Context: an optimization exercise on an open-source flow, tuned for small area and a short achievable clock period. The choices shown serve that exercise and are no tape-out recipe.
Function was checked by simulation only, so behaviour that the tests miss may differ from the original.
No activity file was given, so power comes from the tool's default toggle rates.

==> run a: inputs <==
## enc_bridge_top
module enc_bridge_top
(
    input  logic                        clk,
    input  logic                        rst,
    input  logic [34:0]                 i_req,
    output logic [32:0]                 o_rsp,
    input  logic [5:0]                  i_param_sel,
    output logic [4:0]                  o_enc_in,
    input  logic [8:0]                  i_enc_out,
    output logic [67:0]                 o_conf
);
export LEC_CHECK = 0
export CAP_MARGIN = 20
export CORE_MARGIN = 2
export CORE_UTILIZATION = 60
export CTS_CLUSTER_DIAMETER = 80
export CTS_CLUSTER_SIZE = 24
export SETUP_SLACK_MARGIN = 2.9
export SLEW_MARGIN = 20
export TNS_END_PERCENT = 20
create_clock -name core_clock -period 5.5 [get_ports {clk}]
standard.sh (not shown) runs the stock make flow with config.mk's settings and CLKGATE_MAP_FILE= SYNTH_SCRIPT=/design/flow/synth_recipe.tcl, a recipe that flattens the netlist after the stock synthesis.
==> flow/flow/run.sh <==
#!/bin/bash
# The standard layout (standard.sh), with the platform's delay cells kept
# out of the layout: port buffering and timing repair otherwise pick them as
# plain buffers on input and output paths, where they only add delay.
set -euo pipefail
cat >> config.mk <<'MK'
export DONT_USE_CELLS += sky130_fd_sc_hd__clkdlybuf4s15_1 sky130_fd_sc_hd__clkdlybuf4s15_2 sky130_fd_sc_hd__clkdlybuf4s18_1 sky130_fd_sc_hd__clkdlybuf4s18_2 sky130_fd_sc_hd__clkdlybuf4s25_1 sky130_fd_sc_hd__clkdlybuf4s25_2 sky130_fd_sc_hd__clkdlybuf4s50_1 sky130_fd_sc_hd__clkdlybuf4s50_2 sky130_fd_sc_hd__dlygate4sd1_1 sky130_fd_sc_hd__dlygate4sd2_1 sky130_fd_sc_hd__dlygate4sd3_1 sky130_fd_sc_hd__dlymetal6s2s_1 sky130_fd_sc_hd__dlymetal6s4s_1 sky130_fd_sc_hd__dlymetal6s6s_1
MK
bash standard.sh > standard_flow.log 2>&1
==> inputs of run b, as changes to run a <==
--- a/flow/design.v
+++ b/flow/design.v
@@ -253,10 +253,11 @@
     logic [AW:0]               rx_cnt;        
     logic [AW:0]               rx_cnt_q;      
     logic                      rx_inc_q, rx_dec_q;
     logic                      rx_empty, rx_one, rx_full;
     logic                      rx_wr, rx_pop, rx_pop_d, rx_last;
+    logic                      rx_wok;        
     logic                      drain_active, drain_d;
     logic [4:0]                enc_in_q;
     logic [2:0]                rx_rdata_lo;   
     logic                      rx_rdata_eof;
     logic [AW:0]               rx_old;        
@@ -278,11 +279,11 @@
     assign rx_inc  = rx_wr && !rx_pop;
     assign rx_dec  = rx_pop && !rx_wr;
     assign rx_cnt = rx_inc_q ? rx_cnt_q + 1'b1 :
                     rx_dec_q ? rx_cnt_q - 1'b1 : rx_cnt_q;
     assign rx_pop  = drain_active && !rx_empty;
-    assign rx_wr   = rx_push && (!rx_full || rx_pop);
+    assign rx_wr   = rx_push && rx_wok;
     assign rx_last = rx_empty || (rx_one && rx_pop);
     assign drain_d  = (rx_push && req.dat[7]) || (drain_active && !rx_empty);
     assign rx_pop_d = drain_d && (!rx_last || rx_wr);
     always_comb
     begin
@@ -351,10 +352,11 @@
             rx_inc_q     <= 1'b0;
             rx_dec_q     <= 1'b0;
             rx_empty     <= 1'b1;
             rx_one       <= 1'b0;
             rx_full      <= 1'b0;
+            rx_wok       <= 1'b1;
             rx_old       <= '0;
             drain_active <= 1'b0;
             enc_in_q     <= '0;
         end
         else
@@ -381,10 +383,11 @@
             rx_inc_q <= rx_inc;
             rx_dec_q <= rx_dec;
             rx_empty <= (rx_empty && !rx_inc) || (rx_one && rx_dec);
             rx_one   <= (rx_one && !rx_inc && !rx_dec) || (rx_empty && rx_inc) || (rx_two && rx_dec);
             rx_full  <= (rx_full && !rx_dec) || (rx_n255 && rx_inc);
+            rx_wok   <= !((rx_full && !rx_dec) || (rx_n255 && rx_inc)) || rx_pop_d;
             if (!drain_active)
                 rx_old <= rx_cnt;
             else if (rx_pop && (rx_old != '0))
                 rx_old <= rx_old - 1'b1;
             drain_active <= drain_d;
@@ -399,10 +402,11 @@
     logic [AW:0]               tx_cnt;        
     logic [AW:0]               tx_cnt_q;      
     logic                      tx_inc_q, tx_dec_q;
     logic                      tx_empty, tx_full;
     logic                      tx_wr, tx_pop;
+    logic                      tx_wok;        
     logic                      frame_ready;
     logic [15:0]               tx_r_lo_n;     
     logic [15:0]               tx_r_hi_n;     
     logic                      tx_pop_d;
     logic [31:0]               tx_q_d, tx_q;
@@ -416,11 +420,11 @@
     assign tx_cnt = tx_inc_q ? tx_cnt_q + 1'b1 :
                     tx_dec_q ? tx_cnt_q - 1'b1 : tx_cnt_q;
     assign tx_inc    = tx_wr && !tx_pop;
     assign tx_dec    = tx_pop && !tx_wr;
     assign tx_pop   = ack && rden && !tx_empty;
-    assign tx_wr    = enc_out.valid && (!tx_full || tx_pop);
+    assign tx_wr    = enc_out.valid && tx_wok;
     sym_mem #(.DATA_W(8), .ADDR_W(AW)) u_tx_mem (
         .clk     (clk),
         .i_wr    (tx_wr),
         .i_wsel_lo_n (tx_w_lo_n),
         .i_wsel_hi (tx_w_hi),
@@ -462,10 +466,11 @@
             tx_cnt_q    <= '0;
             tx_inc_q    <= 1'b0;
             tx_dec_q    <= 1'b0;
             tx_empty    <= 1'b1;
             tx_full     <= 1'b0;
+            tx_wok      <= 1'b1;
             frame_ready <= 1'b0;
         end
         else
         begin
             if (tx_wr)
@@ -486,10 +491,11 @@
             tx_cnt_q <= tx_cnt;
             tx_inc_q <= tx_inc;
             tx_dec_q <= tx_dec;
             tx_empty <= (tx_empty && !tx_inc) || (tx_one && tx_dec);
             tx_full  <= (tx_full && !tx_dec) || (tx_n255 && tx_inc);
+            tx_wok   <= !((tx_full && !tx_dec) || (tx_n255 && tx_inc)) || tx_pop_d;
             if (enc_out.valid && enc_out.entry.eof)
                 frame_ready <= 1'b1;
             else if (tx_empty)
                 frame_ready <= 1'b0;
         end
==> flow/run.sh (new file) <==
#!/bin/bash
# synth_recipe.tcl (not shown) runs the flow's synth.tcl, then flattens the netlist and writes it again
# the make line also repeats each setting of config.mk as NAME=value (left out here)
make -C /OpenROAD-flow-scripts/flow DESIGN_CONFIG=/design/flow/config.mk WORK_HOME=/design/flow/orfs CLKGATE_MAP_FILE= SYNTH_SCRIPT=/design/flow/synth_recipe.tcl finish
==> flow/config.mk (replaced) <==
export PLATFORM = sky130hd
export DESIGN_NAME = enc_bridge_top
export DESIGN_NICKNAME = enc_bridge_top
export VERILOG_FILES = /design/flow/design.v
export SDC_FILE = /design/flow/constraint.sdc
export NUM_CORES = 4
export LEC_CHECK = 0
export CAP_MARGIN = 20
export CORE_MARGIN = 2
export CORE_UTILIZATION = 70
export CTS_CLUSTER_DIAMETER = 80
export CTS_CLUSTER_SIZE = 24
export SETUP_SLACK_MARGIN = 2.9
export SLEW_MARGIN = 20
export TNS_END_PERCENT = 20
removed: flow/flow/run.sh
removed: flow/standard.sh
==> comparison <==
- Of run b and run a, run b has the higher utilization (gap 11 points).
- In sequential power, run b and run a hardly differ.
- Of run b and run a, run a has the higher count of clock-buffer cells in the layout (gap 11).
- Of run b and run a, run b has the higher combinational power (gap about 2%, measured against run a).
- Against run b, the critical path depth of run a is higher by 2.
==> figures <==
| quantity | run a | run b |
|---|---|---|
| Result of the run | finished clean | finished clean |
| Critical-path top delay cell | sky130_fd_sc_hd__inv_1 | sky130_fd_sc_hd__dfxtp_4 |
| Area share of fa/ha/maj cells after synthesis | 0.143% | 0.135% |
| Data arrival at the endpoint of the critical path | 3.43 ns | 3.53 ns |
| TritonCTS buffer count | 156 | 154 |
| Aggregate routed wire length | 350 mm | 330 mm |
| Wire length of the first global-routing pass | 490 mm | 468 mm |
| Die area | 0.205 sq mm | 0.176 sq mm |
| Total of fill cells in the finished design | 14.1k | 10.1k |
| Buffering stage count on the worst path with inverters included | 4 | 1 |
| Number of antenna violations at the first check in global routing | 23 | 22 |
| Non-CTS buffers | 317 | 286 |

==> re-timing with driven ports <==
The results above use ideal ports. As a check the final layouts listed here were re-extracted and re-timed, cells and wires unchanged. Step 1 sets driving cells, clkbuf_16 on the clock port and buf_2 on the other inputs (assumed; they add their load-dependent delay and slew). Step 2 moves the port delays by t, midway between the first and last clock arrival at a register: inputs arrive t later, outputs are due t later. That takes back most of the time a late clock gives input paths. Three values: ideal ports, drivers, drivers and shift; two values: the first two.
run | shift t [ns] | setup slack, ns | worst slew at a driven data input, ns
run a | 0.940 | 2.570 / 2.570 / 1.820 | 0.04
run b | 0.921 | 2.616 / 2.604 / 1.882 | 0.04
After both steps setup and hold are still met in every run listed. The setup slack of run a, which loses most, moves by 0.000 ns with the drivers and by -0.750 ns with both steps.
